This design comes from an exercise in tuning for small area, a short achievable clock period and few clock cycles per item on the open sky130 flow, not from production work.
In this exercise RTL edits were held to simulation tests only and were not proved equivalent to the original.
Power is estimated from default activity; no workload was simulated.

Design axi_copy_master, start of the top module:
module axi_copy_master
#(
    parameter int unsigned ADDR_WTH  = 32,
    parameter int unsigned DATA_WTH  = 256,
    parameter int unsigned ID_WIDTH  = 4,
    parameter int unsigned BUF_DEPTH = 16,
    parameter int unsigned AXI_ID    = 0
) (
    input  logic                  clk_i,
    input  logic                  rst_i,
    input  logic                  cmd_valid,
    output logic                  cmd_ready,
    input  logic [ADDR_WTH-1:0]   cmd_src,
    input  logic [ADDR_WTH-1:0]   cmd_dst,
    input  logic [7:0]            cmd_len,
    output logic                  done,
    output logic                  err,
    output logic [ADDR_WTH-1:0]   awaddr,
    output logic [1:0]            awburst,
    output logic [3:0]            awcache,
    output logic [7:0]            awlen,
    output logic [ID_WIDTH-1:0]   awid,
    output logic                  awlock,
    output logic [2:0]            awprot,
    output logic [3:0]            awqos,
  ...
Size: about 8100 cells after synthesis, roughly 780 I/O pins, about 140000 sq um of cells after synthesis.
clock: 6.0 ns
lec_check: 0
abc_clock_period_in_ps: 2500
cap_margin: 20
core_margin: 2
core_utilization: 55
cts_cluster_diameter: 100
cts_cluster_size: 30
setup_slack_margin: 3.6
slew_margin: 40
standard.sh (not shown) runs the stock make flow with config.mk's settings and CLKGATE_MAP_FILE= SYNTH_SCRIPT=/design/flow/synth_recipe.tcl, a recipe that flattens the netlist after the stock synthesis.
==> flow/flow/run.sh <==
#!/bin/bash
set -euo pipefail
export BUFFER_PORTS_ARGS="-buffer_cell sky130_fd_sc_hd__buf_2"
bash standard.sh > standard.log 2>&1
Testbench counts at the start, summed over its fixed seeds: cycles 8,625, items 512.
Next try:
--- a/flow/design.v
+++ b/flow/design.v
@@ -114,23 +114,23 @@
     logic                  err_q;
     logic                  hz_q;           
     logic                  wait_b_q;       
     logic                  w_unused;
     assign w_unused = ^{bid, rid};
     logic [c_pg_w:0]       w_s_end, w_d_end;
     logic                  w_reject;
     assign w_s_end  = {1'b0, cmd_src[11:c_lsb]} + {{(c_pg_w+1-c_len_w){1'b0}}, cmd_len[c_len_w-1:0]};
     assign w_d_end  = {1'b0, cmd_dst[11:c_lsb]} + {{(c_pg_w+1-c_len_w){1'b0}}, cmd_len[c_len_w-1:0]};
     assign w_reject = (cmd_len[7:c_len_w] != '0) | w_s_end[c_pg_w] | w_d_end[c_pg_w];
     logic w_accept;
-    assign w_accept = cmd_valid & idle_q;
+    assign w_accept = cmd_valid & (idle_q | (bvalid & wait_b_q));
     logic                  rready_q;
     logic [c_len_w-1:0]    rcnt_q;         
     logic                  rdone_q;        
     logic                  rlast_q;        
     logic                  w_r_hs;
     logic                  w_r_last;
     assign w_r_hs   = rvalid & rready_q;
     assign w_r_last = rlast_q;
     logic [DATA_WTH-1:0]   slot_q [c_slots];
     logic [c_slots-1:0]    hp_q, tp_q;     
     logic [c_slots-1:0]    we_q;           
@@ -236,46 +236,46 @@
             cnt_q     <= cnt_d;
             ring_ne_q <= (cnt_d != '0);
             oval_q    <= oval_d;
             wvalid_q  <= wvalid_d;
             wcnt_q    <= wcnt_d;
         end
     end
     logic [2*c_ba_w+c_len_w-1:0] w_cmd_d, w_cmd_q;
     assign w_cmd_q = {src_q, dst_q, len_q};
     assign w_cmd_d = ({(2*c_ba_w+c_len_w){w_accept}}
                       & {cmd_src[ADDR_WTH-1:c_lsb], cmd_dst[ADDR_WTH-1:c_lsb], cmd_len[c_len_w-1:0]})
-                   | ({(2*c_ba_w+c_len_w){~idle_q}} & w_cmd_q);
+                   | ({(2*c_ba_w+c_len_w){~idle_q & ~w_accept}} & w_cmd_q);
     always_ff @(posedge clk_i) begin
         {src_q, dst_q, len_q} <= w_cmd_d;
     end
     logic [c_pg_w:0] w_pdiff;
     logic            w_hz;
     assign w_pdiff = {1'b0, dst_q[c_pg_w-1:0]} - {1'b0, src_q[c_pg_w-1:0]};
     assign w_hz    = (dst_q[c_ba_w-1:c_pg_w] == src_q[c_ba_w-1:c_pg_w])
                    & (w_pdiff[c_pg_w:c_len_w] == '0) & (w_pdiff[c_len_w-1:0] != '0)
                    & (w_pdiff[c_len_w-1:0] <= len_q);
     always_ff @(posedge clk_i) begin
         hz_q <= w_hz;
     end
     always_ff @(posedge clk_i) begin
         wlast_q <= (wcnt_d == (w_accept ? cmd_len[c_len_w-1:0] : len_q));
     end
     logic done_q;
     always_ff @(posedge clk_i or negedge rst_i) begin
         if (!rst_i) done_q <= 1'b0;
-        else        done_q <= (w_accept & w_reject) | (bvalid & wait_b_q);
+        else        done_q <= (w_accept & w_reject);
     end
-    assign cmd_ready = ~busy_q;
-    assign done      = done_q;
-    assign err       = err_q;
+    assign cmd_ready = ~busy_q | (bvalid & wait_b_q);
+    assign done      = done_q | (bvalid & wait_b_q);
+    assign err       = err_q | (wait_b_q & (bresp != 2'b00));
     assign bready    = 1'b1;
     assign rready    = rready_q;
     assign araddr   = {src_q, {c_lsb{1'b0}}};
     assign arlen    = 8'(len_q);
     assign arsize   = c_axsize;
     assign arburst  = axi_tb_pkg::AXI_BURST_INCR;
     assign arid     = ID_WIDTH'(AXI_ID);
     assign arcache  = 4'd0;
     assign arlock   = 1'b0;
     assign arprot   = 3'd0;
     assign arqos    = 4'd0;
Wire length came out lower by 0.96%. Design area is about the same. Hold slack is better by 0.053 ns. Sequential power came out higher by about 4%. Clock-buffer cell count came out higher by 1. Area after synthesis stays flat. Non-clock buffer count came out lower by 6.
Testbench counts after the change, summed over its fixed seeds: cycles 8,161, items 512.

Another version of the RTL of axi_copy_master (not shown whole).
Size in the first run: ~4000 flip-flops, roughly 780 I/O pins, about 140000 sq um of cells after synthesis.
==> flow/config.mk <==
export PLATFORM = sky130hd
export DESIGN_NAME = axi_copy_master
export DESIGN_NICKNAME = axi_copy_master
export VERILOG_FILES = /design/flow/design.v
export SDC_FILE = /design/flow/constraint.sdc
export NUM_CORES = 4
export LEC_CHECK = 0
export ABC_CLOCK_PERIOD_IN_PS = 2500
export CAP_MARGIN = 20
export CORE_MARGIN = 2
export CORE_UTILIZATION = 55
export CTS_CLUSTER_DIAMETER = 100
export CTS_CLUSTER_SIZE = 30
export SETUP_SLACK_MARGIN = 3.3
export SLEW_MARGIN = 40
==> flow/constraint.sdc <==
create_clock -name core_clock -period 6.0 [get_ports {clk_i}]
set_input_delay 1.2000 -clock core_clock [delete_from_list [all_inputs] [get_ports {clk_i}]]
set_output_delay 1.2000 -clock core_clock [all_outputs]
set_load 0.01 [all_outputs]
Scripts as last shown in full above: flow/flow/run.sh
Testbench counts at the start, summed over its fixed seeds: cycles 8,625, items 512.
Edit:
--- a/flow/design.v
+++ b/flow/design.v
@@ -117,15 +117,15 @@
     assign w_unused = ^{bid, rid};
     logic [c_pg_w:0]       w_s_end, w_d_end;
     logic                  w_reject;
     assign w_s_end  = {1'b0, cmd_src[11:c_lsb]} + {{(c_pg_w+1-c_len_w){1'b0}}, cmd_len[c_len_w-1:0]};
     assign w_d_end  = {1'b0, cmd_dst[11:c_lsb]} + {{(c_pg_w+1-c_len_w){1'b0}}, cmd_len[c_len_w-1:0]};
     assign w_reject = (cmd_len[7:c_len_w] != '0) | w_s_end[c_pg_w] | w_d_end[c_pg_w];
     logic w_accept;
-    assign w_accept = cmd_valid & ~busy_q;
+    assign w_accept = cmd_valid & ready_q;
     logic                  rready_q;
     logic [c_len_w-1:0]    rcnt_q;         
     logic                  rdone_q;        
     logic                  w_r_hs;
     logic                  w_r_last;
     assign w_r_hs   = rvalid & rready_q;
     assign w_r_last = (rcnt_q == len_q);
@@ -227,40 +227,44 @@
             we_q      <= tp_d & {c_slots{cnt_d != c_len_w'(c_slots)}};
             cnt_q     <= cnt_d;
             oval_q    <= oval_d;
             wvalid_q  <= wvalid_d;
             wcnt_q    <= wcnt_d;
         end
     end
-    logic [2*c_ba_w+c_len_w-1:0] w_cmd_d, w_cmd_q;
-    assign w_cmd_q = {src_q, dst_q, len_q};
-    assign w_cmd_d = ({(2*c_ba_w+c_len_w){w_accept}}
-                      & {cmd_src[ADDR_WTH-1:c_lsb], cmd_dst[ADDR_WTH-1:c_lsb], cmd_len[c_len_w-1:0]})
-                   | ({(2*c_ba_w+c_len_w){busy_q}} & w_cmd_q);
-    always_ff @(posedge clk_i) begin
-        {src_q, dst_q, len_q} <= w_cmd_d;
+    always_ff @(posedge clk_i) begin
+        if (w_accept) begin
+            src_q <= cmd_src[ADDR_WTH-1:c_lsb];
+            dst_q <= cmd_dst[ADDR_WTH-1:c_lsb];
+            len_q <= cmd_len[c_len_w-1:0];
+        end
     end
     logic [c_pg_w:0] w_pdiff;
     logic            w_hz;
     assign w_pdiff = {1'b0, cmd_dst[11:c_lsb]} - {1'b0, cmd_src[11:c_lsb]};
     assign w_hz    = (cmd_dst[ADDR_WTH-1:12] == cmd_src[ADDR_WTH-1:12])
                    & (w_pdiff[c_pg_w:c_len_w] == '0) & (w_pdiff[c_len_w-1:0] != '0)
                    & (w_pdiff[c_len_w-1:0] <= cmd_len[c_len_w-1:0]);
     always_ff @(posedge clk_i) begin
         if (w_accept) hz_q <= w_hz;
     end
     always_ff @(posedge clk_i) begin
         wlast_q <= (wcnt_d == (w_accept ? cmd_len[c_len_w-1:0] : len_q));
     end
-    logic done_q;
+    logic done_q, ready_q;
     always_ff @(posedge clk_i or negedge rst_i) begin
-        if (!rst_i) done_q <= 1'b0;
-        else        done_q <= (w_accept & w_reject) | (bvalid & wait_b_q);
-    end
-    assign cmd_ready = ~busy_q;
+        if (!rst_i) begin
+            done_q  <= 1'b0;
+            ready_q <= 1'b1;
+        end else begin
+            done_q  <= (w_accept & w_reject) | (bvalid & wait_b_q);
+            ready_q <= ~busy_d;
+        end
+    end
+    assign cmd_ready = ready_q;
     assign done      = done_q;
     assign err       = err_q;
     assign bready    = 1'b1;
     assign rready    = rready_q;
     assign araddr   = {src_q, {c_lsb{1'b0}}};
     assign arlen    = 8'(len_q);
     assign arsize   = c_axsize;
Effect: Setup slack gets better by 0.14 ns; fmax went up by a few percent; non-clock buffer count went down by 8; cell area is about the same; sequential share of layout area went up by 0.26 points; final cell count went down slightly; synthesized cell count went down slightly; synthesized area is about the same; first-iteration DRC count went down slightly; combinational power went down by roughly a tenth; wire length went down slightly; core utilization hardly moves; sequential power barely changes; hold slack gets worse by 0.034 ns.
Testbench counts after the change, summed over its fixed seeds: cycles 8,625, items 512.

-- afterwards: timing with drivers on the ports --
No port has a modelled driver above. Below, the same layouts with a new extraction and two added sets of constraints.
Step 1 sets driving cells, clkbuf_16 on the clock port and buf_2 on the other inputs (assumed; they add their load-dependent delay and slew).
Step 2 times the ports against the registers' clock, not the clock port: input delays grow and output delays shrink by t, the midpoint of the rising clock arrivals with the driver on.
a / b / c = no drivers / after step 1 / after step 2; a / b = the first two.
| run | t, ns | slack for setup (ns) | worst register clock-pin slew, ns |
|---|---|---|---|
| the first run of note 1 | 0.945 | 3.399 / 3.300 / 2.953 | 0.12 / 0.12 |
| the second run of note 1 | 0.930 | 3.193 / 3.117 / 2.876 | 0.12 / 0.12 |
| the first run of note 2 | 0.936 | 3.145 / 3.174 / 2.274 | 0.12 / 0.12 |
| the second run of note 2 | 0.964 | 3.282 / 3.185 / 2.378 | 0.12 / 0.12 |
After both steps setup and hold are still met in every run listed. For the second run of note 2, which loses most, drivers alone change the setup slack by -0.097 ns; drivers and shift together by -0.904 ns.
